From an optimization exercise on the open Yosys and OpenROAD flow, aimed at small area; shortcuts taken in it are not production practice.
Only simulation tests tie the RTL to the original design; equivalence was not proved.

==> design/flow/design.v <==
package sqvs_pkg;
  localparam int unsigned AccW = 50;    
  localparam logic [20:0] PosMax = 21'h0FFFFF;
  localparam logic [20:0] PosMin = 21'h100000;
endpackage
module sqvs_xform (
  input  logic               clk,
  input  logic               p1, p2, p3, p4,
  input  logic               mirror,
  input  logic        [23:0] enc,   
  input  logic signed [31:0] ca,    
  input  logic signed [31:0] cb,    
  input  logic signed [31:0] ct,    
  output logic        [20:0] pos
);
  localparam int unsigned AW = sqvs_pkg::AccW;
  logic [AW-1:0] v_r, w_r, t_sum, s_sum, t_x, t_y;
  logic [23:0]   o_r, o2_r;
  function automatic logic [23:0] pre21(input logic [AW-1:0] x);
    logic ovp, ovn, corr;
    ovp  = ~x[AW-1] & (|x[AW-2:36]);
    ovn  =  x[AW-1] & ~(&x[AW-2:36]);
    corr =  x[AW-1] & (|x[15:0]);
    pre21 = {ovp, ovn, corr, x[36:16]};
  endfunction
  function automatic logic [AW-1:0] bk_add(input logic [AW-1:0] x, input logic [AW-1:0] y);
    logic [63:0] g, p, gg, pp;
    logic [AW-1:0] r;
    g = '0; p = '0;
    g[AW-1:0] = x & y;
    p[AW-1:0] = x ^ y;
    gg = g; pp = p;
    for (int l = 0; l < 6; l++)
      for (int i = 0; i < 64; i++)
        if (((i + 1) % (2 << l)) == 0) begin
          gg[i] = gg[i] | (pp[i] & gg[i - (1 << l)]);
          pp[i] = pp[i] & pp[i - (1 << l)];
        end
    for (int l = 4; l >= 0; l--)
      for (int i = 0; i < 64; i++)
        if (((i + 1) % (2 << l)) == (1 << l) && i >= (2 << l)) begin
          gg[i] = gg[i] | (pp[i] & gg[i - (1 << l)]);
          pp[i] = pp[i] & pp[i - (1 << l)];
        end
    r[0] = p[0];
    for (int i = 1; i < AW; i++) r[i] = p[i] ^ gg[i-1];
    bk_add = r;
  endfunction
  logic        [31:0] mc;
  logic [AW-1:0]      a1, a2;
  logic               cin;
  logic        [32:0] r0, r1, r2, r3, r4, r5, r6, r7;
  function automatic logic [32:0] bpp(input logic [2:0] e, input logic [31:0] m);
    logic [32:0] mag;
    mag = (e[0] ? {m[31], m} : 33'd0) | (e[1] ? {m, 1'b0} : 33'd0);
    bpp = mag ^ {33{e[2]}};
  endfunction
  always_comb begin
    mc  = (p1 | p3) ? ca : cb;
    a1  = p2 ? AW'(ct) : (p3 | p4) ? v_r : '0;
    cin = p3 & mirror;
    a2  = cin ? ~w_r : '0;
    r0 = bpp(enc[2:0], mc);
    r1 = bpp(enc[5:3], mc);
    r2 = bpp(enc[8:6], mc);
    r3 = bpp(enc[11:9], mc);
    r4 = bpp(enc[14:12], mc);
    r5 = bpp(enc[17:15], mc);
    r6 = bpp(enc[20:18], mc);
    r7 = bpp(enc[23:21], mc);
  end
  logic s1, c2, s3, c4, s5, c6, s7, c8, s9, c10, s11, c12, s13, c14, s15, c16;
  logic s17, c18, s19, c20, s21, c22, s23, c24, s25, c26, s27, c28, s29, c30, s31, c32;
  logic s33, c34, s35, c36, s37, c38, s39, c40, s41, c42, s43, c44, s45, c46, s47, c48;
  logic s49, c50, s51, c52, s53, c54, s55, c56, s57, c58, s59, c60, s61, c62, s63, c64;
  logic s65, c66, s67, c68, s69, c70, s71, c72, s73, c74, s75, c76, s77, c78, s79, c80;
  logic s81, c82, s83, c84, s85, c86, s87, c88, s89, c90, s91, c92, s93, c94, s95, c96;
  logic s97, c98, s99, c100, s101, c102, s103, c104, s105, c106, s107, c108, s109, c110, s111, c112;
  logic s113, c114, s115, c116, s117, c118, s119, c120, s121, c122, s123, c124, s125, c126, s127, c128;
  logic s129, c130, s131, c132, s133, c134, s135, c136, s137, c138, s139, c140, s141, c142, s143, c144;
  logic s145, c146, s147, c148, s149, c150, s151, c152, s153, c154, s155, c156, s157, c158, s159, c160;
  logic s161, c162, s163, c164, s165, c166, s167, c168, s169, c170, s171, c172, s173, c174, s175, c176;
  logic s177, c178, s179, c180, s181, c182, s183, c184, s185, c186, s187, c188, s189, c190, s191, c192;
  logic s193, c194, s195, c196, s197, c198, s199, c200, s201, c202, s203, c204, s205, c206, s207, c208;
  logic s209, c210, s211, c212, s213, c214, s215, c216, s217, c218, s219, c220, s221, c222, s223, c224;
  logic s225, c226, s227, c228, s229, c230, s231, c232, s233, c234, s235, c236, s237, c238, s239, c240;
  logic s241, c242, s243, c244, s245, c246, s247, c248, s249, c250, s251, c252, s253, c254, s255, c256;
  logic s257, c258, s259, c260, s261, c262, s263, c264, s265, c266, s267, c268, s269, c270, s271, c272;
  logic s273, c274, s275, c276, s277, c278, s279, c280, s281, c282, s283, c284, s285, c286, s287, c288;
  logic s289, c290, s291, c292, s293, c294, s295, c296, s297, c298, s299, c300, s301, c302, s303, c304;
  logic s305, c306, s307, c308, s309, c310, s311, c312, s313, c314, s315, c316, s317, c318, s319, c320;
  logic s321, c322, s323, c324, s325, c326, s327, c328, s329, c330, s331, c332, s333, c334, s335, c336;
  logic s337, c338, s339, c340, s341, c342, s343, c344, s345, c346, s347, c348, s349, c350, s351, c352;
  logic s353, c354, s355, c356, s357, c358, s359, c360, s361, c362, s363, c364, s365, c366, s367, c368;
  logic s369, c370, s371, c372, s373, c374, s375, c376, s377, c378, s379, c380, s381, c382, s383, c384;
  logic s385, c386, s387, c388, s389, c390, s391, c392, s393, c394, s395, c396, s397, c398, s399, c400;
  logic s401, c402, s403, c404, s405, c406, s407, c408, s409, c410, s411, c412, s413, c414, s415, c416;
  logic s417, c418, s419, c420, s421, c422, s423, c424, s425, c426, s427, c428, s429, c430, s431, c432;
  logic s433, c434, s435, c436, s437, c438, s439, c440, s441, c442, s443, c444, s445, c446, s447, c448;
  logic s449, c450, s451, c452, s453, c454, s455, c456, s457, c458, s459, c460, s461, c462, s463, c464;
  logic s465, c466, s467, c468, s469, c470, s471, c472, s473, c474, s475, c476, s477, c478, s479, c480;
  logic s481, c482, s483, c484, s485, c486, s487, c488, s489, c490, s491, c492, s493, c494, s495, c496;
  logic s497, c498, s499, c500, s501, c502, s503, c504, s505, c506, s507, c508, s509, c510, s511, c512;
  logic s513, c514, s515, c516, s517, c518, s519, c520, s521, c522, s523, c524, s525, c526, s527, c528;
  logic s529, c530, s531, c532, s533, c534, s535, c536, s537, c538, s539, c540, s541, c542, s543, c544;
  logic s545, c546, s547, c548, s549, c550, s551, c552, s553, c554, s555, c556, s557, c558, s559, c560;
  logic s561, c562, s563, c564, s565, c566, s567, c568, s569, c570, s571, c572, s573, c574, s575, c576;
  logic s577, c578, s579, c580, s581, c582, s583, c584, s585, c586, s587, c588, s589, c590, s591, c592;
  logic s593, c594, s595, c596, s597, c598, s599, c600, s601, c602, s603, c604, s605, c606, s607, c608;
  logic s609, c610, s611, c612, s613, c614, s615, c616, s617, c618, s619, c620, s621, c622, s623, c624;
  logic s625, c626, s627, c628, s629, c630, s631, c632, s633, c634, s635, c636, s637, c638, s639, c640;
  logic s641, c642, s643, c644, s645, c646, s647, c648, s649, c650, s651, c652, s653, c654, s655, c656;
  logic s657, c658, s659, c660, s661, c662, s663, c664;
  sqvs_ha u_s1 (.a(r0[12]), .b(r1[10]), .s(s1), .co(c2));
  sqvs_ha u_s3 (.a(r0[13]), .b(r1[11]), .s(s3), .co(c4));
  sqvs_fa u_s5 (.a(r0[14]), .b(r1[12]), .c(r2[10]), .s(s5), .co(c6));
  sqvs_ha u_s7 (.a(r3[8]), .b(r4[6]), .s(s7), .co(c8));
  sqvs_fa u_s9 (.a(r0[15]), .b(r1[13]), .c(r2[11]), .s(s9), .co(c10));
  sqvs_ha u_s11 (.a(r3[9]), .b(r4[7]), .s(s11), .co(c12));
  sqvs_fa u_s13 (.a(r0[16]), .b(r1[14]), .c(r2[12]), .s(s13), .co(c14));
  sqvs_ha u_s15 (.a(r3[10]), .b(r4[8]), .s(s15), .co(c16));
  sqvs_fa u_s17 (.a(r0[17]), .b(r1[15]), .c(r2[13]), .s(s17), .co(c18));
  sqvs_ha u_s19 (.a(r3[11]), .b(r4[9]), .s(s19), .co(c20));
  sqvs_fa u_s21 (.a(r0[18]), .b(r1[16]), .c(r2[14]), .s(s21), .co(c22));
  sqvs_ha u_s23 (.a(r3[12]), .b(r4[10]), .s(s23), .co(c24));
  sqvs_fa u_s25 (.a(r0[19]), .b(r1[17]), .c(r2[15]), .s(s25), .co(c26));
  sqvs_ha u_s27 (.a(r3[13]), .b(r4[11]), .s(s27), .co(c28));
  sqvs_fa u_s29 (.a(r0[20]), .b(r1[18]), .c(r2[16]), .s(s29), .co(c30));
  sqvs_ha u_s31 (.a(r3[14]), .b(r4[12]), .s(s31), .co(c32));
  sqvs_fa u_s33 (.a(r0[21]), .b(r1[19]), .c(r2[17]), .s(s33), .co(c34));
  sqvs_ha u_s35 (.a(r3[15]), .b(r4[13]), .s(s35), .co(c36));
  sqvs_fa u_s37 (.a(r0[22]), .b(r1[20]), .c(r2[18]), .s(s37), .co(c38));
  sqvs_ha u_s39 (.a(r3[16]), .b(r4[14]), .s(s39), .co(c40));
  sqvs_fa u_s41 (.a(r0[23]), .b(r1[21]), .c(r2[19]), .s(s41), .co(c42));
  sqvs_ha u_s43 (.a(r3[17]), .b(r4[15]), .s(s43), .co(c44));
  sqvs_fa u_s45 (.a(r0[24]), .b(r1[22]), .c(r2[20]), .s(s45), .co(c46));
  sqvs_ha u_s47 (.a(r3[18]), .b(r4[16]), .s(s47), .co(c48));
  sqvs_fa u_s49 (.a(r0[25]), .b(r1[23]), .c(r2[21]), .s(s49), .co(c50));
  sqvs_ha u_s51 (.a(r3[19]), .b(r4[17]), .s(s51), .co(c52));
  sqvs_fa u_s53 (.a(r0[26]), .b(r1[24]), .c(r2[22]), .s(s53), .co(c54));
  sqvs_ha u_s55 (.a(r3[20]), .b(r4[18]), .s(s55), .co(c56));
  sqvs_fa u_s57 (.a(r0[27]), .b(r1[25]), .c(r2[23]), .s(s57), .co(c58));
  sqvs_ha u_s59 (.a(r3[21]), .b(r4[19]), .s(s59), .co(c60));
  sqvs_fa u_s61 (.a(r0[28]), .b(r1[26]), .c(r2[24]), .s(s61), .co(c62));
  sqvs_ha u_s63 (.a(r3[22]), .b(r4[20]), .s(s63), .co(c64));
  sqvs_fa u_s65 (.a(r0[29]), .b(r1[27]), .c(r2[25]), .s(s65), .co(c66));
  sqvs_ha u_s67 (.a(r3[23]), .b(r4[21]), .s(s67), .co(c68));
  sqvs_fa u_s69 (.a(r0[30]), .b(r1[28]), .c(r2[26]), .s(s69), .co(c70));
  sqvs_ha u_s71 (.a(r3[24]), .b(r4[22]), .s(s71), .co(c72));
  sqvs_fa u_s73 (.a(r0[31]), .b(r1[29]), .c(r2[27]), .s(s73), .co(c74));
  sqvs_ha u_s75 (.a(r3[25]), .b(r4[23]), .s(s75), .co(c76));
  sqvs_fa u_s77 (.a(r0[32]), .b(r1[30]), .c(r2[28]), .s(s77), .co(c78));
  sqvs_ha u_s79 (.a(r3[26]), .b(r4[24]), .s(s79), .co(c80));
  sqvs_fa u_s81 (.a(~r0[32]), .b(r1[31]), .c(r2[29]), .s(s81), .co(c82));
  sqvs_fa u_s83 (.a(r3[27]), .b(r4[25]), .c(r5[23]), .s(s83), .co(c84));
  sqvs_fa u_s85 (.a(r1[32]), .b(r2[30]), .c(r3[28]), .s(s85), .co(c86));
  sqvs_ha u_s87 (.a(r4[26]), .b(r5[24]), .s(s87), .co(c88));
  sqvs_fa u_s89 (.a(~r1[32]), .b(r2[31]), .c(r3[29]), .s(s89), .co(c90));
  sqvs_ha u_s91 (.a(r2[32]), .b(r3[30]), .s(s91), .co(c92));
  sqvs_ha u_s93 (.a(r0[6]), .b(r1[4]), .s(s93), .co(c94));
  sqvs_ha u_s95 (.a(r0[7]), .b(r1[5]), .s(s95), .co(c96));
  sqvs_fa u_s97 (.a(r0[8]), .b(r1[6]), .c(r2[4]), .s(s97), .co(c98));
  sqvs_ha u_s99 (.a(r3[2]), .b(r4[0]), .s(s99), .co(c100));
  sqvs_fa u_s101 (.a(r0[9]), .b(r1[7]), .c(r2[5]), .s(s101), .co(c102));
  sqvs_ha u_s103 (.a(r3[3]), .b(r4[1]), .s(s103), .co(c104));
  sqvs_fa u_s105 (.a(r0[10]), .b(r1[8]), .c(r2[6]), .s(s105), .co(c106));
  sqvs_fa u_s107 (.a(r3[4]), .b(r4[2]), .c(r5[0]), .s(s107), .co(c108));
  sqvs_ha u_s109 (.a(enc[17]), .b(a1[10]), .s(s109), .co(c110));
  sqvs_fa u_s111 (.a(r0[11]), .b(r1[9]), .c(r2[7]), .s(s111), .co(c112));
  sqvs_fa u_s113 (.a(r3[5]), .b(r4[3]), .c(r5[1]), .s(s113), .co(c114));
  sqvs_ha u_s115 (.a(a1[11]), .b(a2[11]), .s(s115), .co(c116));
  sqvs_fa u_s117 (.a(r2[8]), .b(r3[6]), .c(r4[4]), .s(s117), .co(c118));
  sqvs_fa u_s119 (.a(r5[2]), .b(r6[0]), .c(enc[20]), .s(s119), .co(c120));
  sqvs_fa u_s121 (.a(a1[12]), .b(a2[12]), .c(s1), .s(s121), .co(c122));
  sqvs_fa u_s123 (.a(r2[9]), .b(r3[7]), .c(r4[5]), .s(s123), .co(c124));
  sqvs_fa u_s125 (.a(r5[3]), .b(r6[1]), .c(a1[13]), .s(s125), .co(c126));
  sqvs_fa u_s127 (.a(a2[13]), .b(c2), .c(s3), .s(s127), .co(c128));
  sqvs_fa u_s129 (.a(r5[4]), .b(r6[2]), .c(r7[0]), .s(s129), .co(c130));
  sqvs_fa u_s131 (.a(enc[23]), .b(a1[14]), .c(a2[14]), .s(s131), .co(c132));
  sqvs_fa u_s133 (.a(c4), .b(s5), .c(s7), .s(s133), .co(c134));
  sqvs_fa u_s135 (.a(r5[5]), .b(r6[3]), .c(r7[1]), .s(s135), .co(c136));
  sqvs_fa u_s137 (.a(a1[15]), .b(a2[15]), .c(c6), .s(s137), .co(c138));
  sqvs_fa u_s139 (.a(c8), .b(s9), .c(s11), .s(s139), .co(c140));
  sqvs_fa u_s141 (.a(r5[6]), .b(r6[4]), .c(r7[2]), .s(s141), .co(c142));
  sqvs_fa u_s143 (.a(a1[16]), .b(a2[16]), .c(c10), .s(s143), .co(c144));
  sqvs_fa u_s145 (.a(c12), .b(s13), .c(s15), .s(s145), .co(c146));
  sqvs_fa u_s147 (.a(r5[7]), .b(r6[5]), .c(r7[3]), .s(s147), .co(c148));
  sqvs_fa u_s149 (.a(a1[17]), .b(a2[17]), .c(c14), .s(s149), .co(c150));
  sqvs_fa u_s151 (.a(c16), .b(s17), .c(s19), .s(s151), .co(c152));
  sqvs_fa u_s153 (.a(r5[8]), .b(r6[6]), .c(r7[4]), .s(s153), .co(c154));
  sqvs_fa u_s155 (.a(a1[18]), .b(a2[18]), .c(c18), .s(s155), .co(c156));
  sqvs_fa u_s157 (.a(c20), .b(s21), .c(s23), .s(s157), .co(c158));
  sqvs_fa u_s159 (.a(r5[9]), .b(r6[7]), .c(r7[5]), .s(s159), .co(c160));
  sqvs_fa u_s161 (.a(a1[19]), .b(a2[19]), .c(c22), .s(s161), .co(c162));
  sqvs_fa u_s163 (.a(c24), .b(s25), .c(s27), .s(s163), .co(c164));
  sqvs_fa u_s165 (.a(r5[10]), .b(r6[8]), .c(r7[6]), .s(s165), .co(c166));
  sqvs_fa u_s167 (.a(a1[20]), .b(a2[20]), .c(c26), .s(s167), .co(c168));
  sqvs_fa u_s169 (.a(c28), .b(s29), .c(s31), .s(s169), .co(c170));
  sqvs_fa u_s171 (.a(r5[11]), .b(r6[9]), .c(r7[7]), .s(s171), .co(c172));
  sqvs_fa u_s173 (.a(a1[21]), .b(a2[21]), .c(c30), .s(s173), .co(c174));
  sqvs_fa u_s175 (.a(c32), .b(s33), .c(s35), .s(s175), .co(c176));
  sqvs_fa u_s177 (.a(r5[12]), .b(r6[10]), .c(r7[8]), .s(s177), .co(c178));
  sqvs_fa u_s179 (.a(a1[22]), .b(a2[22]), .c(c34), .s(s179), .co(c180));
  sqvs_fa u_s181 (.a(c36), .b(s37), .c(s39), .s(s181), .co(c182));
  sqvs_fa u_s183 (.a(r5[13]), .b(r6[11]), .c(r7[9]), .s(s183), .co(c184));
  sqvs_fa u_s185 (.a(a1[23]), .b(a2[23]), .c(c38), .s(s185), .co(c186));
  sqvs_fa u_s187 (.a(c40), .b(s41), .c(s43), .s(s187), .co(c188));
  sqvs_fa u_s189 (.a(r5[14]), .b(r6[12]), .c(r7[10]), .s(s189), .co(c190));
  sqvs_fa u_s191 (.a(a1[24]), .b(a2[24]), .c(c42), .s(s191), .co(c192));
  sqvs_fa u_s193 (.a(c44), .b(s45), .c(s47), .s(s193), .co(c194));
  sqvs_fa u_s195 (.a(r5[15]), .b(r6[13]), .c(r7[11]), .s(s195), .co(c196));
  sqvs_fa u_s197 (.a(a1[25]), .b(a2[25]), .c(c46), .s(s197), .co(c198));
  sqvs_fa u_s199 (.a(c48), .b(s49), .c(s51), .s(s199), .co(c200));
  sqvs_fa u_s201 (.a(r5[16]), .b(r6[14]), .c(r7[12]), .s(s201), .co(c202));
  sqvs_fa u_s203 (.a(a1[26]), .b(a2[26]), .c(c50), .s(s203), .co(c204));
  sqvs_fa u_s205 (.a(c52), .b(s53), .c(s55), .s(s205), .co(c206));
  sqvs_fa u_s207 (.a(r5[17]), .b(r6[15]), .c(r7[13]), .s(s207), .co(c208));
  sqvs_fa u_s209 (.a(a1[27]), .b(a2[27]), .c(c54), .s(s209), .co(c210));
  sqvs_fa u_s211 (.a(c56), .b(s57), .c(s59), .s(s211), .co(c212));
  sqvs_fa u_s213 (.a(r5[18]), .b(r6[16]), .c(r7[14]), .s(s213), .co(c214));
  sqvs_fa u_s215 (.a(a1[28]), .b(a2[28]), .c(c58), .s(s215), .co(c216));
  sqvs_fa u_s217 (.a(c60), .b(s61), .c(s63), .s(s217), .co(c218));
  sqvs_fa u_s219 (.a(r5[19]), .b(r6[17]), .c(r7[15]), .s(s219), .co(c220));
  sqvs_fa u_s221 (.a(a1[29]), .b(a2[29]), .c(c62), .s(s221), .co(c222));
  sqvs_fa u_s223 (.a(c64), .b(s65), .c(s67), .s(s223), .co(c224));
  sqvs_fa u_s225 (.a(r5[20]), .b(r6[18]), .c(r7[16]), .s(s225), .co(c226));
  sqvs_fa u_s227 (.a(a1[30]), .b(a2[30]), .c(c66), .s(s227), .co(c228));
  sqvs_fa u_s229 (.a(c68), .b(s69), .c(s71), .s(s229), .co(c230));
  sqvs_fa u_s231 (.a(r5[21]), .b(r6[19]), .c(r7[17]), .s(s231), .co(c232));
  sqvs_fa u_s233 (.a(a1[31]), .b(a2[31]), .c(c70), .s(s233), .co(c234));
  sqvs_fa u_s235 (.a(c72), .b(s73), .c(s75), .s(s235), .co(c236));
  sqvs_fa u_s237 (.a(r5[22]), .b(r6[20]), .c(r7[18]), .s(s237), .co(c238));
  sqvs_fa u_s239 (.a(a1[32]), .b(a2[32]), .c(c74), .s(s239), .co(c240));
  sqvs_fa u_s241 (.a(c76), .b(s77), .c(s79), .s(s241), .co(c242));
  sqvs_fa u_s243 (.a(r6[21]), .b(r7[19]), .c(a1[33]), .s(s243), .co(c244));
  sqvs_fa u_s245 (.a(a2[33]), .b(1'b1), .c(c78), .s(s245), .co(c246));
  sqvs_fa u_s247 (.a(c80), .b(s81), .c(s83), .s(s247), .co(c248));
  sqvs_fa u_s249 (.a(r6[22]), .b(r7[20]), .c(a1[34]), .s(s249), .co(c250));
  sqvs_fa u_s251 (.a(a2[34]), .b(1'b1), .c(c82), .s(s251), .co(c252));
  sqvs_fa u_s253 (.a(c84), .b(s85), .c(s87), .s(s253), .co(c254));
  sqvs_fa u_s255 (.a(r4[27]), .b(r5[25]), .c(r6[23]), .s(s255), .co(c256));
  sqvs_fa u_s257 (.a(r7[21]), .b(a1[35]), .c(a2[35]), .s(s257), .co(c258));
  sqvs_fa u_s259 (.a(c86), .b(c88), .c(s89), .s(s259), .co(c260));
  sqvs_fa u_s261 (.a(r4[28]), .b(r5[26]), .c(r6[24]), .s(s261), .co(c262));
  sqvs_fa u_s263 (.a(r7[22]), .b(a1[36]), .c(a2[36]), .s(s263), .co(c264));
  sqvs_fa u_s265 (.a(1'b1), .b(c90), .c(s91), .s(s265), .co(c266));
  sqvs_fa u_s267 (.a(~r2[32]), .b(r3[31]), .c(r4[29]), .s(s267), .co(c268));
  sqvs_fa u_s269 (.a(r5[27]), .b(r6[25]), .c(r7[23]), .s(s269), .co(c270));
  sqvs_fa u_s271 (.a(a1[37]), .b(a2[37]), .c(c92), .s(s271), .co(c272));
  sqvs_fa u_s273 (.a(r3[32]), .b(r4[30]), .c(r5[28]), .s(s273), .co(c274));
  sqvs_fa u_s275 (.a(r6[26]), .b(r7[24]), .c(a1[38]), .s(s275), .co(c276));
  sqvs_ha u_s277 (.a(a2[38]), .b(1'b1), .s(s277), .co(c278));
  sqvs_fa u_s279 (.a(~r3[32]), .b(r4[31]), .c(r5[29]), .s(s279), .co(c280));
  sqvs_fa u_s281 (.a(r6[27]), .b(r7[25]), .c(a1[39]), .s(s281), .co(c282));
  sqvs_fa u_s283 (.a(r4[32]), .b(r5[30]), .c(r6[28]), .s(s283), .co(c284));
  sqvs_ha u_s285 (.a(r7[26]), .b(a1[40]), .s(s285), .co(c286));
  sqvs_fa u_s287 (.a(~r4[32]), .b(r5[31]), .c(r6[29]), .s(s287), .co(c288));
  sqvs_ha u_s289 (.a(r5[32]), .b(r6[30]), .s(s289), .co(c290));
  sqvs_ha u_s291 (.a(r0[0]), .b(enc[2]), .s(s291), .co(c292));
  sqvs_ha u_s293 (.a(r0[2]), .b(r1[0]), .s(s293), .co(c294));
  sqvs_ha u_s295 (.a(r0[3]), .b(r1[1]), .s(s295), .co(c296));
  sqvs_fa u_s297 (.a(r0[4]), .b(r1[2]), .c(r2[0]), .s(s297), .co(c298));
  sqvs_ha u_s299 (.a(enc[8]), .b(a1[4]), .s(s299), .co(c300));
  sqvs_fa u_s301 (.a(r0[5]), .b(r1[3]), .c(r2[1]), .s(s301), .co(c302));
  sqvs_ha u_s303 (.a(a1[5]), .b(a2[5]), .s(s303), .co(c304));
  sqvs_fa u_s305 (.a(r2[2]), .b(r3[0]), .c(enc[11]), .s(s305), .co(c306));
  sqvs_fa u_s307 (.a(a1[6]), .b(a2[6]), .c(s93), .s(s307), .co(c308));
  sqvs_fa u_s309 (.a(r2[3]), .b(r3[1]), .c(a1[7]), .s(s309), .co(c310));
  sqvs_fa u_s311 (.a(a2[7]), .b(c94), .c(s95), .s(s311), .co(c312));
  sqvs_fa u_s313 (.a(enc[14]), .b(a1[8]), .c(a2[8]), .s(s313), .co(c314));
  sqvs_fa u_s315 (.a(c96), .b(s97), .c(s99), .s(s315), .co(c316));
  sqvs_fa u_s317 (.a(a1[9]), .b(a2[9]), .c(c98), .s(s317), .co(c318));
  sqvs_fa u_s319 (.a(c100), .b(s101), .c(s103), .s(s319), .co(c320));
  sqvs_fa u_s321 (.a(a2[10]), .b(c102), .c(c104), .s(s321), .co(c322));
  sqvs_fa u_s323 (.a(s105), .b(s107), .c(s109), .s(s323), .co(c324));
  sqvs_fa u_s325 (.a(c106), .b(c108), .c(c110), .s(s325), .co(c326));
  sqvs_fa u_s327 (.a(s111), .b(s113), .c(s115), .s(s327), .co(c328));
  sqvs_fa u_s329 (.a(c112), .b(c114), .c(c116), .s(s329), .co(c330));
  sqvs_fa u_s331 (.a(s117), .b(s119), .c(s121), .s(s331), .co(c332));
  sqvs_fa u_s333 (.a(c118), .b(c120), .c(c122), .s(s333), .co(c334));
  sqvs_fa u_s335 (.a(s123), .b(s125), .c(s127), .s(s335), .co(c336));
  sqvs_fa u_s337 (.a(c124), .b(c126), .c(c128), .s(s337), .co(c338));
  sqvs_fa u_s339 (.a(s129), .b(s131), .c(s133), .s(s339), .co(c340));
  sqvs_fa u_s341 (.a(c130), .b(c132), .c(c134), .s(s341), .co(c342));
  sqvs_fa u_s343 (.a(s135), .b(s137), .c(s139), .s(s343), .co(c344));
  sqvs_fa u_s345 (.a(c136), .b(c138), .c(c140), .s(s345), .co(c346));
  sqvs_fa u_s347 (.a(s141), .b(s143), .c(s145), .s(s347), .co(c348));
  sqvs_fa u_s349 (.a(c142), .b(c144), .c(c146), .s(s349), .co(c350));
  sqvs_fa u_s351 (.a(s147), .b(s149), .c(s151), .s(s351), .co(c352));
  sqvs_fa u_s353 (.a(c148), .b(c150), .c(c152), .s(s353), .co(c354));
  sqvs_fa u_s355 (.a(s153), .b(s155), .c(s157), .s(s355), .co(c356));
  sqvs_fa u_s357 (.a(c154), .b(c156), .c(c158), .s(s357), .co(c358));
  sqvs_fa u_s359 (.a(s159), .b(s161), .c(s163), .s(s359), .co(c360));
  sqvs_fa u_s361 (.a(c160), .b(c162), .c(c164), .s(s361), .co(c362));
  sqvs_fa u_s363 (.a(s165), .b(s167), .c(s169), .s(s363), .co(c364));
  sqvs_fa u_s365 (.a(c166), .b(c168), .c(c170), .s(s365), .co(c366));
  sqvs_fa u_s367 (.a(s171), .b(s173), .c(s175), .s(s367), .co(c368));
  sqvs_fa u_s369 (.a(c172), .b(c174), .c(c176), .s(s369), .co(c370));
  sqvs_fa u_s371 (.a(s177), .b(s179), .c(s181), .s(s371), .co(c372));
  sqvs_fa u_s373 (.a(c178), .b(c180), .c(c182), .s(s373), .co(c374));
  sqvs_fa u_s375 (.a(s183), .b(s185), .c(s187), .s(s375), .co(c376));
  sqvs_fa u_s377 (.a(c184), .b(c186), .c(c188), .s(s377), .co(c378));
  sqvs_fa u_s379 (.a(s189), .b(s191), .c(s193), .s(s379), .co(c380));
  sqvs_fa u_s381 (.a(c190), .b(c192), .c(c194), .s(s381), .co(c382));
  sqvs_fa u_s383 (.a(s195), .b(s197), .c(s199), .s(s383), .co(c384));
  sqvs_fa u_s385 (.a(c196), .b(c198), .c(c200), .s(s385), .co(c386));
  sqvs_fa u_s387 (.a(s201), .b(s203), .c(s205), .s(s387), .co(c388));
  sqvs_fa u_s389 (.a(c202), .b(c204), .c(c206), .s(s389), .co(c390));
  sqvs_fa u_s391 (.a(s207), .b(s209), .c(s211), .s(s391), .co(c392));
  sqvs_fa u_s393 (.a(c208), .b(c210), .c(c212), .s(s393), .co(c394));
  sqvs_fa u_s395 (.a(s213), .b(s215), .c(s217), .s(s395), .co(c396));
  sqvs_fa u_s397 (.a(c214), .b(c216), .c(c218), .s(s397), .co(c398));
  sqvs_fa u_s399 (.a(s219), .b(s221), .c(s223), .s(s399), .co(c400));
  sqvs_fa u_s401 (.a(c220), .b(c222), .c(c224), .s(s401), .co(c402));
  sqvs_fa u_s403 (.a(s225), .b(s227), .c(s229), .s(s403), .co(c404));
  sqvs_fa u_s405 (.a(c226), .b(c228), .c(c230), .s(s405), .co(c406));
  sqvs_fa u_s407 (.a(s231), .b(s233), .c(s235), .s(s407), .co(c408));
  sqvs_fa u_s409 (.a(c232), .b(c234), .c(c236), .s(s409), .co(c410));
  sqvs_fa u_s411 (.a(s237), .b(s239), .c(s241), .s(s411), .co(c412));
  sqvs_fa u_s413 (.a(c238), .b(c240), .c(c242), .s(s413), .co(c414));
  sqvs_fa u_s415 (.a(s243), .b(s245), .c(s247), .s(s415), .co(c416));
  sqvs_fa u_s417 (.a(c244), .b(c246), .c(c248), .s(s417), .co(c418));
  sqvs_fa u_s419 (.a(s249), .b(s251), .c(s253), .s(s419), .co(c420));
  sqvs_fa u_s421 (.a(c250), .b(c252), .c(c254), .s(s421), .co(c422));
  sqvs_fa u_s423 (.a(s255), .b(s257), .c(s259), .s(s423), .co(c424));
  sqvs_fa u_s425 (.a(c256), .b(c258), .c(c260), .s(s425), .co(c426));
  sqvs_fa u_s427 (.a(s261), .b(s263), .c(s265), .s(s427), .co(c428));
  sqvs_fa u_s429 (.a(c262), .b(c264), .c(c266), .s(s429), .co(c430));
  sqvs_fa u_s431 (.a(s267), .b(s269), .c(s271), .s(s431), .co(c432));
  sqvs_fa u_s433 (.a(c268), .b(c270), .c(c272), .s(s433), .co(c434));
  sqvs_fa u_s435 (.a(s273), .b(s275), .c(s277), .s(s435), .co(c436));
  sqvs_fa u_s437 (.a(a2[39]), .b(c274), .c(c276), .s(s437), .co(c438));
  sqvs_fa u_s439 (.a(c278), .b(s279), .c(s281), .s(s439), .co(c440));
  sqvs_fa u_s441 (.a(a2[40]), .b(1'b1), .c(c280), .s(s441), .co(c442));
  sqvs_fa u_s443 (.a(c282), .b(s283), .c(s285), .s(s443), .co(c444));
  sqvs_fa u_s445 (.a(r7[27]), .b(a1[41]), .c(a2[41]), .s(s445), .co(c446));
  sqvs_fa u_s447 (.a(c284), .b(c286), .c(s287), .s(s447), .co(c448));
  sqvs_fa u_s449 (.a(r7[28]), .b(a1[42]), .c(a2[42]), .s(s449), .co(c450));
  sqvs_fa u_s451 (.a(1'b1), .b(c288), .c(s289), .s(s451), .co(c452));
  sqvs_fa u_s453 (.a(~r5[32]), .b(r6[31]), .c(r7[29]), .s(s453), .co(c454));
  sqvs_fa u_s455 (.a(a1[43]), .b(a2[43]), .c(c290), .s(s455), .co(c456));
  sqvs_fa u_s457 (.a(r6[32]), .b(r7[30]), .c(a1[44]), .s(s457), .co(c458));
  sqvs_ha u_s459 (.a(a2[44]), .b(1'b1), .s(s459), .co(c460));
  sqvs_fa u_s461 (.a(~r6[32]), .b(r7[31]), .c(a1[45]), .s(s461), .co(c462));
  sqvs_ha u_s463 (.a(r7[32]), .b(a1[46]), .s(s463), .co(c464));
  sqvs_ha u_s465 (.a(a1[0]), .b(a2[0]), .s(s465), .co(c466));
  sqvs_fa u_s467 (.a(r0[1]), .b(a1[1]), .c(a2[1]), .s(s467), .co(c468));
  sqvs_fa u_s469 (.a(enc[5]), .b(a1[2]), .c(a2[2]), .s(s469), .co(c470));
  sqvs_fa u_s471 (.a(a1[3]), .b(a2[3]), .c(c294), .s(s471), .co(c472));
  sqvs_fa u_s473 (.a(a2[4]), .b(c296), .c(s297), .s(s473), .co(c474));
  sqvs_fa u_s475 (.a(c298), .b(c300), .c(s301), .s(s475), .co(c476));
  sqvs_fa u_s477 (.a(c302), .b(c304), .c(s305), .s(s477), .co(c478));
  sqvs_fa u_s479 (.a(c306), .b(c308), .c(s309), .s(s479), .co(c480));
  sqvs_fa u_s481 (.a(c310), .b(c312), .c(s313), .s(s481), .co(c482));
  sqvs_fa u_s483 (.a(c314), .b(c316), .c(s317), .s(s483), .co(c484));
  sqvs_fa u_s485 (.a(c318), .b(c320), .c(s321), .s(s485), .co(c486));
  sqvs_fa u_s487 (.a(c322), .b(c324), .c(s325), .s(s487), .co(c488));
  sqvs_fa u_s489 (.a(c326), .b(c328), .c(s329), .s(s489), .co(c490));
  sqvs_fa u_s491 (.a(c330), .b(c332), .c(s333), .s(s491), .co(c492));
  sqvs_fa u_s493 (.a(c334), .b(c336), .c(s337), .s(s493), .co(c494));
  sqvs_fa u_s495 (.a(c338), .b(c340), .c(s341), .s(s495), .co(c496));
  sqvs_fa u_s497 (.a(c342), .b(c344), .c(s345), .s(s497), .co(c498));
  sqvs_fa u_s499 (.a(c346), .b(c348), .c(s349), .s(s499), .co(c500));
  sqvs_fa u_s501 (.a(c350), .b(c352), .c(s353), .s(s501), .co(c502));
  sqvs_fa u_s503 (.a(c354), .b(c356), .c(s357), .s(s503), .co(c504));
  sqvs_fa u_s505 (.a(c358), .b(c360), .c(s361), .s(s505), .co(c506));
  sqvs_fa u_s507 (.a(c362), .b(c364), .c(s365), .s(s507), .co(c508));
  sqvs_fa u_s509 (.a(c366), .b(c368), .c(s369), .s(s509), .co(c510));
  sqvs_fa u_s511 (.a(c370), .b(c372), .c(s373), .s(s511), .co(c512));
  sqvs_fa u_s513 (.a(c374), .b(c376), .c(s377), .s(s513), .co(c514));
  sqvs_fa u_s515 (.a(c378), .b(c380), .c(s381), .s(s515), .co(c516));
  sqvs_fa u_s517 (.a(c382), .b(c384), .c(s385), .s(s517), .co(c518));
  sqvs_fa u_s519 (.a(c386), .b(c388), .c(s389), .s(s519), .co(c520));
  sqvs_fa u_s521 (.a(c390), .b(c392), .c(s393), .s(s521), .co(c522));
  sqvs_fa u_s523 (.a(c394), .b(c396), .c(s397), .s(s523), .co(c524));
  sqvs_fa u_s525 (.a(c398), .b(c400), .c(s401), .s(s525), .co(c526));
  sqvs_fa u_s527 (.a(c402), .b(c404), .c(s405), .s(s527), .co(c528));
  sqvs_fa u_s529 (.a(c406), .b(c408), .c(s409), .s(s529), .co(c530));
  sqvs_fa u_s531 (.a(c410), .b(c412), .c(s413), .s(s531), .co(c532));
  sqvs_fa u_s533 (.a(c414), .b(c416), .c(s417), .s(s533), .co(c534));
  sqvs_fa u_s535 (.a(c418), .b(c420), .c(s421), .s(s535), .co(c536));
  sqvs_fa u_s537 (.a(c422), .b(c424), .c(s425), .s(s537), .co(c538));
  sqvs_fa u_s539 (.a(c426), .b(c428), .c(s429), .s(s539), .co(c540));
  sqvs_fa u_s541 (.a(c430), .b(c432), .c(s433), .s(s541), .co(c542));
  sqvs_fa u_s543 (.a(c434), .b(c436), .c(s437), .s(s543), .co(c544));
  sqvs_fa u_s545 (.a(c438), .b(c440), .c(s441), .s(s545), .co(c546));
  sqvs_fa u_s547 (.a(c442), .b(c444), .c(s445), .s(s547), .co(c548));
  sqvs_fa u_s549 (.a(c446), .b(c448), .c(s449), .s(s549), .co(c550));
  sqvs_fa u_s551 (.a(c450), .b(c452), .c(s453), .s(s551), .co(c552));
  sqvs_fa u_s553 (.a(c454), .b(c456), .c(s457), .s(s553), .co(c554));
  sqvs_fa u_s555 (.a(a2[45]), .b(c458), .c(c460), .s(s555), .co(c556));
  sqvs_fa u_s557 (.a(a2[46]), .b(1'b1), .c(c462), .s(s557), .co(c558));
  sqvs_fa u_s559 (.a(~r7[32]), .b(a1[47]), .c(a2[47]), .s(s559), .co(c560));
  sqvs_ha u_s561 (.a(a1[48]), .b(a2[48]), .s(s561), .co(c562));
  sqvs_ha u_s563 (.a(a1[49]), .b(a2[49]), .s(s563), .co(c564));
  sqvs_ha u_s565 (.a(cin), .b(s291), .s(s565), .co(c566));
  sqvs_fa u_s567 (.a(c292), .b(c466), .c(s467), .s(s567), .co(c568));
  sqvs_fa u_s569 (.a(s293), .b(c468), .c(s469), .s(s569), .co(c570));
  sqvs_fa u_s571 (.a(s295), .b(c470), .c(s471), .s(s571), .co(c572));
  sqvs_fa u_s573 (.a(s299), .b(c472), .c(s473), .s(s573), .co(c574));
  sqvs_fa u_s575 (.a(s303), .b(c474), .c(s475), .s(s575), .co(c576));
  sqvs_fa u_s577 (.a(s307), .b(c476), .c(s477), .s(s577), .co(c578));
  sqvs_fa u_s579 (.a(s311), .b(c478), .c(s479), .s(s579), .co(c580));
  sqvs_fa u_s581 (.a(s315), .b(c480), .c(s481), .s(s581), .co(c582));
  sqvs_fa u_s583 (.a(s319), .b(c482), .c(s483), .s(s583), .co(c584));
  sqvs_fa u_s585 (.a(s323), .b(c484), .c(s485), .s(s585), .co(c586));
  sqvs_fa u_s587 (.a(s327), .b(c486), .c(s487), .s(s587), .co(c588));
  sqvs_fa u_s589 (.a(s331), .b(c488), .c(s489), .s(s589), .co(c590));
  sqvs_fa u_s591 (.a(s335), .b(c490), .c(s491), .s(s591), .co(c592));
  sqvs_fa u_s593 (.a(s339), .b(c492), .c(s493), .s(s593), .co(c594));
  sqvs_fa u_s595 (.a(s343), .b(c494), .c(s495), .s(s595), .co(c596));
  sqvs_fa u_s597 (.a(s347), .b(c496), .c(s497), .s(s597), .co(c598));
  sqvs_fa u_s599 (.a(s351), .b(c498), .c(s499), .s(s599), .co(c600));
  sqvs_fa u_s601 (.a(s355), .b(c500), .c(s501), .s(s601), .co(c602));
  sqvs_fa u_s603 (.a(s359), .b(c502), .c(s503), .s(s603), .co(c604));
  sqvs_fa u_s605 (.a(s363), .b(c504), .c(s505), .s(s605), .co(c606));
  sqvs_fa u_s607 (.a(s367), .b(c506), .c(s507), .s(s607), .co(c608));
  sqvs_fa u_s609 (.a(s371), .b(c508), .c(s509), .s(s609), .co(c610));
  sqvs_fa u_s611 (.a(s375), .b(c510), .c(s511), .s(s611), .co(c612));
  sqvs_fa u_s613 (.a(s379), .b(c512), .c(s513), .s(s613), .co(c614));
  sqvs_fa u_s615 (.a(s383), .b(c514), .c(s515), .s(s615), .co(c616));
  sqvs_fa u_s617 (.a(s387), .b(c516), .c(s517), .s(s617), .co(c618));
  sqvs_fa u_s619 (.a(s391), .b(c518), .c(s519), .s(s619), .co(c620));
  sqvs_fa u_s621 (.a(s395), .b(c520), .c(s521), .s(s621), .co(c622));
  sqvs_fa u_s623 (.a(s399), .b(c522), .c(s523), .s(s623), .co(c624));
  sqvs_fa u_s625 (.a(s403), .b(c524), .c(s525), .s(s625), .co(c626));
  sqvs_fa u_s627 (.a(s407), .b(c526), .c(s527), .s(s627), .co(c628));
  sqvs_fa u_s629 (.a(s411), .b(c528), .c(s529), .s(s629), .co(c630));
  sqvs_fa u_s631 (.a(s415), .b(c530), .c(s531), .s(s631), .co(c632));
  sqvs_fa u_s633 (.a(s419), .b(c532), .c(s533), .s(s633), .co(c634));
  sqvs_fa u_s635 (.a(s423), .b(c534), .c(s535), .s(s635), .co(c636));
  sqvs_fa u_s637 (.a(s427), .b(c536), .c(s537), .s(s637), .co(c638));
  sqvs_fa u_s639 (.a(s431), .b(c538), .c(s539), .s(s639), .co(c640));
  sqvs_fa u_s641 (.a(s435), .b(c540), .c(s541), .s(s641), .co(c642));
  sqvs_fa u_s643 (.a(s439), .b(c542), .c(s543), .s(s643), .co(c644));
  sqvs_fa u_s645 (.a(s443), .b(c544), .c(s545), .s(s645), .co(c646));
  sqvs_fa u_s647 (.a(s447), .b(c546), .c(s547), .s(s647), .co(c648));
  sqvs_fa u_s649 (.a(s451), .b(c548), .c(s549), .s(s649), .co(c650));
  sqvs_fa u_s651 (.a(s455), .b(c550), .c(s551), .s(s651), .co(c652));
  sqvs_fa u_s653 (.a(s459), .b(c552), .c(s553), .s(s653), .co(c654));
  sqvs_fa u_s655 (.a(s461), .b(c554), .c(s555), .s(s655), .co(c656));
  sqvs_fa u_s657 (.a(s463), .b(c556), .c(s557), .s(s657), .co(c658));
  sqvs_fa u_s659 (.a(c464), .b(c558), .c(s559), .s(s659), .co(c660));
  sqvs_fa u_s661 (.a(1'b1), .b(c560), .c(s561), .s(s661), .co(c662));
  sqvs_fa u_s663 (.a(1'b1), .b(c562), .c(s563), .s(s663), .co(c664));
  assign t_x = {c662, c660, c658, c656, c654, c652, c650, c648, c646, c644, c642, c640, c638, c636, c634, c632, c630, c628, c626, c624, c622, c620, c618, c616, c614, c612, c610, c608, c606, c604, c602, c600, c598, c596, c594, c592, c590, c588, c586, c584, c582, c580, c578, c576, c574, c572, c570, c568, c566, s465};
  assign t_y = {s663, s661, s659, s657, s655, s653, s651, s649, s647, s645, s643, s641, s639, s637, s635, s633, s631, s629, s627, s625, s623, s621, s619, s617, s615, s613, s611, s609, s607, s605, s603, s601, s599, s597, s595, s593, s591, s589, s587, s585, s583, s581, s579, s577, s575, s573, s571, s569, s567, s565};
  always_comb begin
    t_sum = bk_add(t_x, t_y);
    s_sum = bk_add(v_r, w_r);
  end
  always_ff @(posedge clk) begin
    v_r <= t_sum;
    if (p1) w_r <= t_sum;
    o_r  <= p3 ? pre21(t_sum) : p4 ? pre21(s_sum) : o2_r;
    o2_r <= p4 ? pre21(t_sum) : pre21(s_sum);
  end
  always_comb begin
    if (o_r[23])      pos = sqvs_pkg::PosMax;
    else if (o_r[22]) pos = sqvs_pkg::PosMin;
    else              pos = o_r[20:0] + 21'(o_r[21]);
  end
endmodule
module sqvs_fa (input logic a, b, c, output logic s, co);
  assign s  = a ^ b ^ c;
  assign co = (a & b) | (c & (a ^ b));
endmodule
module sqvs_ha (input logic a, b, output logic s, co);
  assign s  = a ^ b;
  assign co = a & b;
endmodule
module sqvs_div (
  input  logic        clk,
  input  logic        start,      
  input  logic [12:0] r0,         
  input  logic        b1,         
  input  logic [12:0] d,          
  output logic [16:0] q           
);
  logic [12:0] r_r;
  logic [13:0] q_r;
  function automatic logic [13:0] step(input logic [12:0] r, input logic b, input logic [12:0] dd);
    logic [13:0] t;
    t = {r, b};
    if (t >= {1'b0, dd}) step = {1'b1, 13'(t - {1'b0, dd})};
    else                 step = {1'b0, t[12:0]};
  endfunction
  logic [13:0] s1, s2, s3, s4, s5;
  logic [12:0] r4;
  always_comb begin
    s1 = step(r_r, 1'b0, d);
    s2 = step(s1[12:0], 1'b0, d);
    s3 = step(s2[12:0], 1'b0, d);
    s5 = step(r0, b1, d);
    r4 = start ? s5[12:0] : s3[12:0];
    s4 = step(r4, start, d);
    q  = {q_r, s1[13], s2[13], s3[13]};
  end
  always_ff @(posedge clk) begin
    r_r <= s4[12:0];
    if (start) q_r <= {12'b0, s5[13], s4[13]};
    else       q_r <= {q_r[9:0], s1[13], s2[13], s3[13], s4[13]};
  end
endmodule
module sprite_quad_vertex_setup (
  input  logic               clk,
  input  logic               rst_n,
  input  logic               start,
  output logic               busy,
  input  logic               in_func,
  input  logic [11:0]        in_src_x,
  input  logic [11:0]        in_src_y,
  input  logic [12:0]        in_src_w,
  input  logic [12:0]        in_src_h,
  input  logic signed [15:0] in_dst_x,
  input  logic signed [15:0] in_dst_y,
  input  logic signed [15:0] in_dst_w,
  input  logic signed [15:0] in_dst_h,
  input  logic [31:0]        in_color_rgba,
  input  logic               cfg_valid,
  output logic               cfg_ready,
  input  logic [2:0]         cfg_index,
  input  logic [31:0]        cfg_data,
  output logic               out_strobe,
  output logic [1:0]         out_corner,
  output logic signed [20:0] out_screen_x,
  output logic signed [20:0] out_screen_y,
  output logic signed [17:0] out_tex_s,
  output logic signed [17:0] out_tex_t,
  output logic [7:0]         out_red,
  output logic [7:0]         out_green,
  output logic [7:0]         out_blue,
  output logic [7:0]         out_alpha,
  output logic               out_last
);
  logic signed [31:0] mat_xx_r, mat_xy_r, mat_yx_r, mat_yy_r, trans_x_r, trans_y_r;
  logic [12:0]        atlas_w_r, atlas_h_r;
  logic [12:0]        cfg_atlas;
  assign cfg_ready = 1'b1;
  assign cfg_atlas = (cfg_data[12:0] == 13'd0) ? 13'd1 : cfg_data[12:0];
  logic [7:0]  cfg_we;
  logic [31:0] cd_z, cd_m;      
  logic [12:0] cd_a;            
  always_comb begin
    for (int i = 0; i < 8; i++) cfg_we[i] = ~rst_n | (cfg_valid & (cfg_index == 3'(i)));
    cd_z = rst_n ? cfg_data : 32'd0;
    cd_m = rst_n ? cfg_data : 32'd65536;
    cd_a = rst_n ? cfg_atlas : 13'd1024;
  end
  always_ff @(posedge clk) begin
    if (cfg_we[0]) mat_xx_r  <= cd_m;
    if (cfg_we[1]) mat_xy_r  <= cd_z;
    if (cfg_we[2]) mat_yx_r  <= cd_z;
    if (cfg_we[3]) mat_yy_r  <= cd_m;
    if (cfg_we[4]) trans_x_r <= cd_z;
    if (cfg_we[5]) trans_y_r <= cd_z;
    if (cfg_we[6]) atlas_w_r <= cd_a;
    if (cfg_we[7]) atlas_h_r <= cd_a;
  end
  logic       accept;
  logic [8:1] p;
  assign busy   = p[1] | p[2] | p[3];
  assign accept = start & ~busy;
  always_ff @(posedge clk) begin
    if (!rst_n) p <= '0;
    else        p <= {p[7:1], accept};
  end
  logic               mir_r;
  logic signed [15:0] opq1_r, opq2_r, opq3_r, opq4_r;
  logic        [23:0] enc_r;
  logic [31:0]        col_r, col_o;
  logic [3:0]         sat_r;
  logic [1:0]         neg_r;
  logic [13:0] us, ut;
  logic        neg_s, neg_t;
  logic [13:0] vs, vt;
  logic [12:0] r0_sl, r0_sr, r0_tt, r0_tb;
  assign us    = 14'(in_src_x) + 14'(in_src_w);
  assign ut    = 14'(in_src_y) + 14'(in_src_h);
  assign neg_s = (us == 14'd0);
  assign neg_t = (ut == 14'd0);
  assign vs    = neg_s ? 14'd0 : us - 14'd1;
  assign vt    = neg_t ? 14'd0 : ut - 14'd1;
  assign r0_sl = 13'(in_src_x[11:1]);
  assign r0_tt = 13'(in_src_y[11:1]);
  assign r0_sr = vs[13:1];
  assign r0_tb = vt[13:1];
  logic [7:0] pm_in, pm;
  assign pm_in = p[1] ? col_r[31:24] : p[2] ? col_r[23:16] : col_r[15:8];
  assign pm    = 8'((16'(pm_in) * 16'(col_r[7:0])) >> 8);
  always_ff @(posedge clk) begin
    if (accept) begin
      mir_r <= in_func;
      sat_r <= {r0_sl >= atlas_w_r, r0_sr >= atlas_w_r, r0_tt >= atlas_h_r, r0_tb >= atlas_h_r};
      neg_r <= {neg_s, neg_t};
    end
    if (accept)    col_r        <= in_color_rgba;
    else if (p[1]) col_r[31:24] <= pm;
    else if (p[2]) col_r[23:16] <= pm;
    else if (p[3]) col_r[15:8]  <= pm;
  end
  function automatic logic [23:0] booth_enc(input logic [15:0] x, input logic flip);
    for (int i = 0; i < 8; i++) begin
      logic xm, x0, x1;
      xm = (i == 0) ? 1'b0 : x[2*i-1];
      x0 = x[2*i];
      x1 = x[2*i+1];
      booth_enc[3*i]   = x0 ^ xm;
      booth_enc[3*i+1] = (x1 & ~x0 & ~xm) | (~x1 & x0 & xm);
      booth_enc[3*i+2] = x1 ^ flip;
    end
  endfunction
  always_ff @(posedge clk) begin
    enc_r  <= booth_enc(opq1_r, p[1] & mir_r);
    opq1_r <= accept ? in_dst_w : opq2_r;
    opq2_r <= accept ? in_dst_y : opq3_r;
    opq3_r <= accept ? in_dst_x : opq4_r;
    opq4_r <= in_dst_h;
  end
  logic [16:0] q_sl, q_sr, q_tt, q_tb;
  sqvs_div u_div_sl (.clk, .start(accept), .r0(r0_sl), .b1(in_src_x[0]), .d(atlas_w_r), .q(q_sl));
  sqvs_div u_div_sr (.clk, .start(accept), .r0(r0_sr), .b1(vs[0]),       .d(atlas_w_r), .q(q_sr));
  sqvs_div u_div_tt (.clk, .start(accept), .r0(r0_tt), .b1(in_src_y[0]), .d(atlas_h_r), .q(q_tt));
  sqvs_div u_div_tb (.clk, .start(accept), .r0(r0_tb), .b1(vt[0]),       .d(atlas_h_r), .q(q_tb));
  logic [16:0] h_sl, h_sr, h_tt, h_tb;
  logic [1:0]  hneg;
  always_ff @(posedge clk) begin
    if (p[4]) begin
      h_sl  <= q_sl | {17{sat_r[3]}};
      h_sr  <= q_sr | {17{sat_r[2]}};
      h_tt  <= q_tt | {17{sat_r[1]}};
      h_tb  <= q_tb | {17{sat_r[0]}};
      hneg  <= neg_r;
      col_o <= col_r;
    end
  end
  logic [20:0] pos_x, pos_y;
  sqvs_xform u_xf_x (.clk, .p1(p[2]), .p2(p[3]), .p3(p[4]), .p4(p[5]), .mirror(mir_r),
                     .enc(enc_r),
                     .ca(mat_xx_r), .cb(mat_yx_r), .ct(trans_x_r), .pos(pos_x));
  sqvs_xform u_xf_y (.clk, .p1(p[2]), .p2(p[3]), .p3(p[4]), .p4(p[5]), .mirror(mir_r),
                     .enc(enc_r),
                     .ca(mat_xy_r), .cb(mat_yy_r), .ct(trans_y_r), .pos(pos_y));
  logic k0, k1;
  logic [17:0] s_sel, t_sel;
  logic        s_neg, t_neg;
  assign k0 = p[6] | p[8];
  assign k1 = p[7] | p[8];
  assign s_sel = {1'b0, k0 ? h_sr : h_sl};
  assign s_neg = k0 & hneg[1];
  assign t_sel = {1'b0, k1 ? h_tt : h_tb};
  assign t_neg = ~k1 & hneg[0];
  assign out_strobe   = p[5] | p[6] | p[7] | p[8];
  assign out_corner   = {k1, k0};
  assign out_last     = p[8];
  assign out_screen_x = pos_x;
  assign out_screen_y = pos_y;
  assign out_tex_s    = s_neg ? -s_sel : s_sel;
  assign out_tex_t    = t_neg ? -t_sel : t_sel;
  assign out_red      = col_o[31:24];
  assign out_green    = col_o[23:16];
  assign out_blue     = col_o[15:8];
  assign out_alpha    = col_o[7:0];
endmodule
==> design/flow/run.sh <==
#!/bin/bash
# synth_recipe.tcl (not shown) runs the flow's synth.tcl, then flattens the netlist and writes it again
# the make line also repeats each setting of config.mk as NAME=value (left out here)
make -C /OpenROAD-flow-scripts/flow DESIGN_CONFIG=/design/flow/config.mk WORK_HOME=/design/flow/orfs CLKGATE_MAP_FILE= SYNTH_SCRIPT=/design/flow/synth_recipe.tcl finish
==> design/flow/config.mk <==
export PLATFORM = sky130hd
export DESIGN_NAME = sprite_quad_vertex_setup
export DESIGN_NICKNAME = sprite_quad_vertex_setup
export VERILOG_FILES = /design/flow/design.v
export SDC_FILE = /design/flow/constraint.sdc
export NUM_CORES = 4
export LEC_CHECK = 0
export CAP_MARGIN = 20
export CORE_MARGIN = 2
export CORE_UTILIZATION = 65
export PLACE_DENSITY = 0.75
export SLEW_MARGIN = 20
export SYNTH_HIERARCHICAL = 1
export SYNTH_MINIMUM_KEEP_SIZE = 0
==> design/flow/constraint.sdc <==
create_clock -name core_clock -period 11.0 [get_ports {clk}]
set_input_delay 2.2000 -clock core_clock [delete_from_list [all_inputs] [get_ports {clk}]]
set_output_delay 2.2000 -clock core_clock [all_outputs]
set_load 0.01 [all_outputs]
==> impl_metrics.yaml, run 1 <==
placement:
  io_buffers: 300
  place_area_sq_um: 86390
  gp_congestion: 0.9679
  dp_hpwl_mm: 185.1
clock_tree:
  cts_tree: "yes"
  worstSkewPairLatency_ns: 0.73
  hold_buffers: 0
  clockBufferDepth: 3
  htreeDepth: 3
  root_buffer: "clkbuf_16"
  cts_num_sinks: 859
  cts_buffers: 94
  clk_pin_slew_ns: 0.07
setup_path:
  max_stage_delay_ns: 0.50
  endpoint_kind: "flip-flop"
  cp.arrival_ns: 11.15
  ff2ff_setup_slack_ns: 0.46
  crit_path_start_kind: "flip-flop"
  critical_path_class: "reg -> reg"
  critPathRequiredTime_ns: 11.62
  slowest_stage: "a221o_2"
  critPathMaxFanout: 14
grt:
  grt-ovfl-total: 0
  grt_pass1_vias: 67158
  antenna_found_initial: 12
  grt_max_degree: 94
  grt_use_total_pct: 38.18
  grt_pass1_wl_mm: 383.7
floorplanning:
  rows: 130
  coreArea_sq_um: 125200
  die_area_sq_um: 128700
  die_h_um: 358.8
  num_io_pins: 302
  die_w_um: 358.8
  start_util_pct: 65.34
drt:
  ant_nets: 0
  drcViolationCount: 0
  firstDrtPassIters: 9
  wl_per_cell_um: 24.93
  routed_via_density: 6.583
  via_count: 65818
  totalWireLength_mm: 249.2
  drt-initial-drc-count: 6744
sta:
  finalSetupTns_ns: 0
  hold_ws_ns: 0.3457
  hold_violations: 0
  setup_viol: 0
  period_minus_slack_ns: 10.54
  finClkSkew_ns: 0.03593
  slew-limit-headroom_pct: 24.83
  max_slew.worst_pin.slew_ns: 1.116
  slew_viol_final: 0
  clock.fmax_ghz: 0.09490
  period_share_pct: 95.80
run_status:
  outcome: "complete, no violations"
cells_and_area:
  drive_gt1_share_pct: 8.113
  nets: 9815
  area_growth_syn_to_layout_pct: 9.558
  stdcell_area_sq_um: 89650
  fin_util_pct: 71.58
  final.fill_count: 9434
  multi_input_area_sq_um: 56960
  seq_area_sq_um: 21860
synthesis:
  netlist_instances: 8122
  synth_cell_types: 99
  synth-edff-count: 459
  yosys_warnings: 9
  synth_top_flop_cell: "edfxtp_1"
  netlist_area_sq_um: 81830
  async_reset_ff_share_pct: 0
  avgSynthCellArea_sq_um: 10.08
  ys_ff_latch: 859
  synth_seq_area_share_pct: 26.63
flow_run:
  cap_violations: 0
worst_hold_path:
  hold_class: "reg -> reg"
-- final cells by class --
type	count	area share [%]
well taps	1650	2.303
clock buffers	137	3.030
flip-flops and latches	859	24.38
repair buffers	423	4.419
diodes	3	0.008374
clock inverters	41	0.4759
multi-input cells	6448	63.54
inverters	437	1.846
-- what timing repair did --
action                     4_1_cts  5_1_grt
gates resized for setup          0       11
buffers inserted                 0        1
setup endpoints to repair        0       41
-- per-module statistics from Yosys, one instance, submodules excluded --
module | flip-flops and latches | copies in the design | cell area, sq um | cells
sqvs_xform | 148 | 2 | 14970 | 1712
sqvs_fa | 0 | 578 | 20.02 | 1
sprite_quad_vertex_setup | 455 | 1 | 21100 | 1734
sqvs_div | 27 | 4 | 4536 | 575
sqvs_ha | 0 | 86 | 12.51 | 1
-- worst paths after layout --
check / start / end / cells past startpoint
setup / recovery: atlas_h_r[7]$_DFFE_PP_ / u_div_tt.r_r[9]$_DFF_P_ / 38
setup reg to reg: atlas_h_r[7]$_DFFE_PP_ / u_div_tt.r_r[9]$_DFF_P_ / 38
hold / removal: opq1_r[0]$_DFF_P_ / enc_r[0]$_DFF_P_ / 0
hold reg to reg: opq1_r[0]$_DFF_P_ / enc_r[0]$_DFF_P_ / 0
-- state kept, by name, indices dropped and copies added, names as in the netlist, 50 cells and up --
name and flops:
u_xf_y.v_r 50, u_xf_y.w_r 50, u_xf_x.v_r 50, u_xf_x.w_r 50
-- synth_stat cells (174+ instances only) --
cell	n	area [sq um]
nand2_1	565	2121
xor2_1	174	1524
xnor2_1	743	6507
nor2_1	487	1828
dfxtp_1	400	8008
clkbuf_1	292	1096
a21oi_1	342	1712
o21ai_0	278	1391
fa_1	727	14550
ha_1	639	7995
inv_1	427	1603
edfxtp_1	459	13780
a22oi_1	501	3761
-- worst max-delay path, delay by kind of cell, from the launching register on --
kind	cells	cell delay [ns]
AO/OA/AOI/OAI	19	4.86
flip-flops	1	0.49
buffers and inverters	4	0.87
multiplexers	3	1.17
AND/OR/NAND/NOR	8	1.55
adder cells (fa/ha/maj)	4	1.49
-- logic make-up (layout without fill, tap and decap cells) --
group                      count (synthesis)  in the layout  synth area share (%)
muxes                                    305            305                 4.136
adders and majority gates               1366           1366                 27.56
DFF                                      859            859                 26.63
and+or+nand+nor                         1984           1984                 11.89
AOI/OAI and AO/OA                       1845           1845                 15.88
buffers and inverters                    842           1038                 4.078
xor gates and xnor gates                 917            917                 9.815
other                                      4             34               0.01834
-- metal layers --
layer	global-route usage [%]	up-vias	routed length [um]
li1	-	29075	-
met1	49.41	32258	97220
met2	61.37	3712	114400
met3	8.576	759	25170
met4	17.38	14	12320
met5	0	-	95
-- layout by cell type, fill, tap and decap left out, drive strengths merged, types with 299 or more instances in the layout --
master           n
xnor2          743
fa             727
nor2           487
edfxtp         459
inv            440
a21oi          352
a22oi          501
clkdlybuf4s50  299
o21ai          302
dfxtp          400
nand2          565
ha             639
-- stage by stage --
step / worst slack, ns / cells
finish: 0.4622 / 9998
global placement: 0.5303 / 9814
CTS: 0.5032 / 9992
floorplan: 1.266 / 8149
global route: -0.01182 / 9995
detailed placement: 0.3734 / 9814
==> inputs of run 2 (changes only) <==
==> design/flow/flow/run.sh (new file) <==
#!/bin/bash
# The standard layout (standard.sh), with one change: the port buffers that
# global placement adds to every input and output are buf_1 cells instead of the
# default delay buffer. The full make output goes to layout.log in the work folder.
set -euo pipefail
bash standard.sh "BUFFER_PORTS_ARGS=-buffer_cell sky130_fd_sc_hd__buf_1" finish > layout.log 2>&1
==> design/flow/standard.sh (new file) <==
#!/bin/bash
# synth_recipe.tcl (not shown) runs the flow's synth.tcl, then flattens the netlist and writes it again
# the make line also repeats each setting of config.mk as NAME=value (left out here)
make -C /OpenROAD-flow-scripts/flow DESIGN_CONFIG=/design/flow/config.mk WORK_HOME=/design/flow/orfs CLKGATE_MAP_FILE= SYNTH_SCRIPT=/design/flow/synth_recipe.tcl "${@:-finish}"
removed: design/flow/run.sh
==> impl_metrics.yaml, run 2 <==
run_status:
  outcome: "complete, no violations"
setup_path:
  critPathRequiredTime_ns: 11.60
  path_delay_family: "compound AO/OA/AOI/OAI gates"
  crit_path_start_kind: "flip-flop"
  endpoint_kind: "flip-flop"
  max_stage_delay_ns: 0.55
  slowest_stage: "a221o_1"
  critPathMaxFanout: 14
  critical_path_class: "reg -> reg"
  cp_num_buf_inv: 4
  cp.arrival_ns: 11.06
clock_tree:
  worstSkewPairLatency_ns: 0.74
  hold_buffers: 0
  root_buffer: "clkbuf_16"
  clk_pin_slew_ns: 0.07
  htreeDepth: 3
  cts_tree: "yes"
  cts_num_sinks: 859
  clockBufferDepth: 3
  cts_buffers: 95
drt:
  via_count: 65895
  routed_via_density: 6.591
  wl_per_cell_um: 25.17
  drt-initial-drc-count: 7156
  totalWireLength_mm: 251.7
  firstDrtPassIters: 8
  ant_nets: 0
  drcViolationCount: 0
placement:
  post-place-ws_ns: 0.4391
  gp_congestion: 0.9746
  place_area_sq_um: 84530
  io_buffers: 300
  dp_hpwl_mm: 187.0
synthesis:
  synth_top_area_cell: "fa_1"
  synth_cell_types: 99
  netlist_instances: 8122
  synth-edff-count: 459
  synth_top_flop_cell: "edfxtp_1"
  ys_ff_latch: 859
  avgSynthCellArea_sq_um: 10.08
  synth_seq_area_share_pct: 26.63
  netlist_area_sq_um: 81830
  yosysTopAreaCellShare_pct: 17.79
  yosysMostFrequentCell: "xnor2_1"
  synth_commonest_cells: "xnor2_1 (743), fa_1 (727), ha_1 (639), nand2_1 (565), a22oi_1 (501)"
  async_reset_ff_share_pct: 0
  yosys_warnings: 9
  synthTopCellsByArea: "fa_1 (18%), edfxtp_1 (17%), dfxtp_1 (9.8%), ha_1 (9.8%), xnor2_1 (8.0%)"
sta:
  period_share_pct: 95.08
  period_minus_slack_ns: 10.46
  slew_viol_final: 0
  finClkSkew_ns: 0.05103
  setup_ws_ns: 0.5408
  clock.fmax_ghz: 0.09561
  slew-limit-headroom_pct: 20.22
  hold_violations: 0
  max_slew.worst_pin.slew_ns: 1.184
  setup_viol: 0
grt:
  grt_use_total_pct: 38.48
  grt-ovfl-total: 0
  grt_max_degree: 89
  grt_pass1_wl_mm: 386.1
  grt_pass1_vias: 67043
  antenna_found_initial: 6
worst_hold_path:
  hold_class: "reg -> reg"
cells_and_area:
  stdcell_area_sq_um: 87750
  area_growth_syn_to_layout_pct: 7.237
  multi_input_area_sq_um: 56960
  layout_commonest_cell: "xnor2_1"
  mostFrequentLayoutCells: "xnor2_1 (743), fa_1 (727), ha_1 (638)"
  final.fill_count: 9559
  drive_gt1_share_pct: 8.208
  seq_area_sq_um: 21860
  nets: 9817
floorplanning:
  die_h_um: 358.8
  die_area_sq_um: 128700
  die_w_um: 358.8
  start_util_pct: 65.34
  num_io_pins: 302
  coreArea_sq_um: 125200
  rows: 130
flow_run:
  cap_violations: 0
run 2: cell count changes in the layout (fill, tap and decap cells not counted), moves of 2 or more:
cell             delta
clkinv_4            +5
clkinv_2           +12
inv_16              +2
clkbuf_1           -11
inv_1               +3
clkdlybuf4s50_1   -299
clkbuf_16           +3
clkinv_8            -2
buf_1             +299
clkbuf_8           -11
run 2: final cells by class:
cell class / instances / area share, %
timing repair buffer: 424 / 2.391
antenna: 2 / 0.005703
tap: 1650 / 2.353
clock buffer: 119 / 2.970
sequential: 859 / 24.91
inverter: 437 / 1.878
clock inverter: 59 / 0.5903
multi-input combinational: 6448 / 64.91
run 2: final timing paths:
| path | startpoint | endpoint | slack [ns] | cells after the start |
|---|---|---|---|---|
| hold reg to reg | opq1_r[0]$_DFF_P_ | enc_r[0]$_DFF_P_ | 0.40 | 0 |
| hold / removal | opq1_r[0]$_DFF_P_ | enc_r[0]$_DFF_P_ | 0.40 | 0 |
| setup reg to reg | atlas_w_r[1]$_DFFE_PP_ | u_div_sl.r_r[8]$_DFF_P_ | 0.54 | 38 |
| setup / recovery | atlas_w_r[1]$_DFFE_PP_ | u_div_sl.r_r[8]$_DFF_P_ | 0.54 | 38 |
run 2: cell families after synthesis:
family                   Yosys count  synth area share [%]
flip-flops                       859                 26.63
XOR/XNOR                         917                 9.815
buffers and inverters            842                 4.078
AO/OA/AOI/OAI                   1845                 15.88
multiplexers                     305                 4.136
adder cells (fa/ha/maj)         1366                 27.56
AND/OR/NAND/NOR                 1984                 11.89
other                              4               0.01834
run 2: per-layer routing:
metal  GRT usage, %  vias to the layer above  share of wire [%]
met5        0.07399                        -              0.010
met4          18.52                        4                5.5
met3          8.277                      853                9.5
met2          61.66                     3560                 46
met1          49.79                    32416                 39
li1               -                    29062                  -
run 2: what timing repair did:
item,CTS,global route
endpoints found under the setup margin,0,48
buffers inserted,0,2
gates resized for setup,0,8
endpoints found under the hold margin,0,0
run 2: per-module statistics from Yosys, one instance, submodules excluded:
| module | cells | flip-flops and latches | times used | cell area (sq um) |
|---|---|---|---|---|
| sprite_quad_vertex_setup | 1734 | 455 | 1 | 21100 |
| sqvs_div | 575 | 27 | 4 | 4536 |
| sqvs_fa | 1 | 0 | 578 | 20.02 |
| sqvs_ha | 1 | 0 | 86 | 12.51 |
| sqvs_xform | 1712 | 148 | 2 | 14970 |
run 2: per-stage QoR:
step	cells	setup TNS (ns)	utilization (%)	hold WS (ns)
6_report	9998	0	70.06	0.4017
5_1_grt	9997	-0.02847	70.06	0.3962
4_1_cts	9992	0	69.99	0.3837
3_5_place_dp	9814	0	67.49	0.3904
3_3_place_gp	9814	0	67.49	0.3876
2_1_floorplan	8149	0	-	0.3314

==> afterwards: timing with drivers on the ports <==
In the flow no input, the clock included, has a driving cell. The finished layouts below were timed again as built, in two steps.
Step 1: set_driving_cell puts a clkbuf_16 on clk and a buf_2 on each other input, an assumption about the parent block.
Step 2 moves the port delays by t, midway between the first and last clock arrival at a register: inputs arrive t later, outputs are due t later. That takes back most of the time a late clock gives input paths.
a / b / c = ideal / step 1 / step 2; a / b = the first two.
| run | t (ns) | slack for setup (ns) | hold WS [ns] |
|---|---|---|---|
| run 1 | 0.803 | 0.462 / 0.462 / 0.219 | 0.346 / 0.346 / 0.346 |
| run 2 | 0.801 | 0.541 / 0.541 / 0.403 | 0.402 / 0.402 / 0.402 |
After both steps every run listed still meets setup and hold. The setup slack of run 1, which loses most, moves by 0.000 ns with the drivers and by -0.243 ns with both steps.
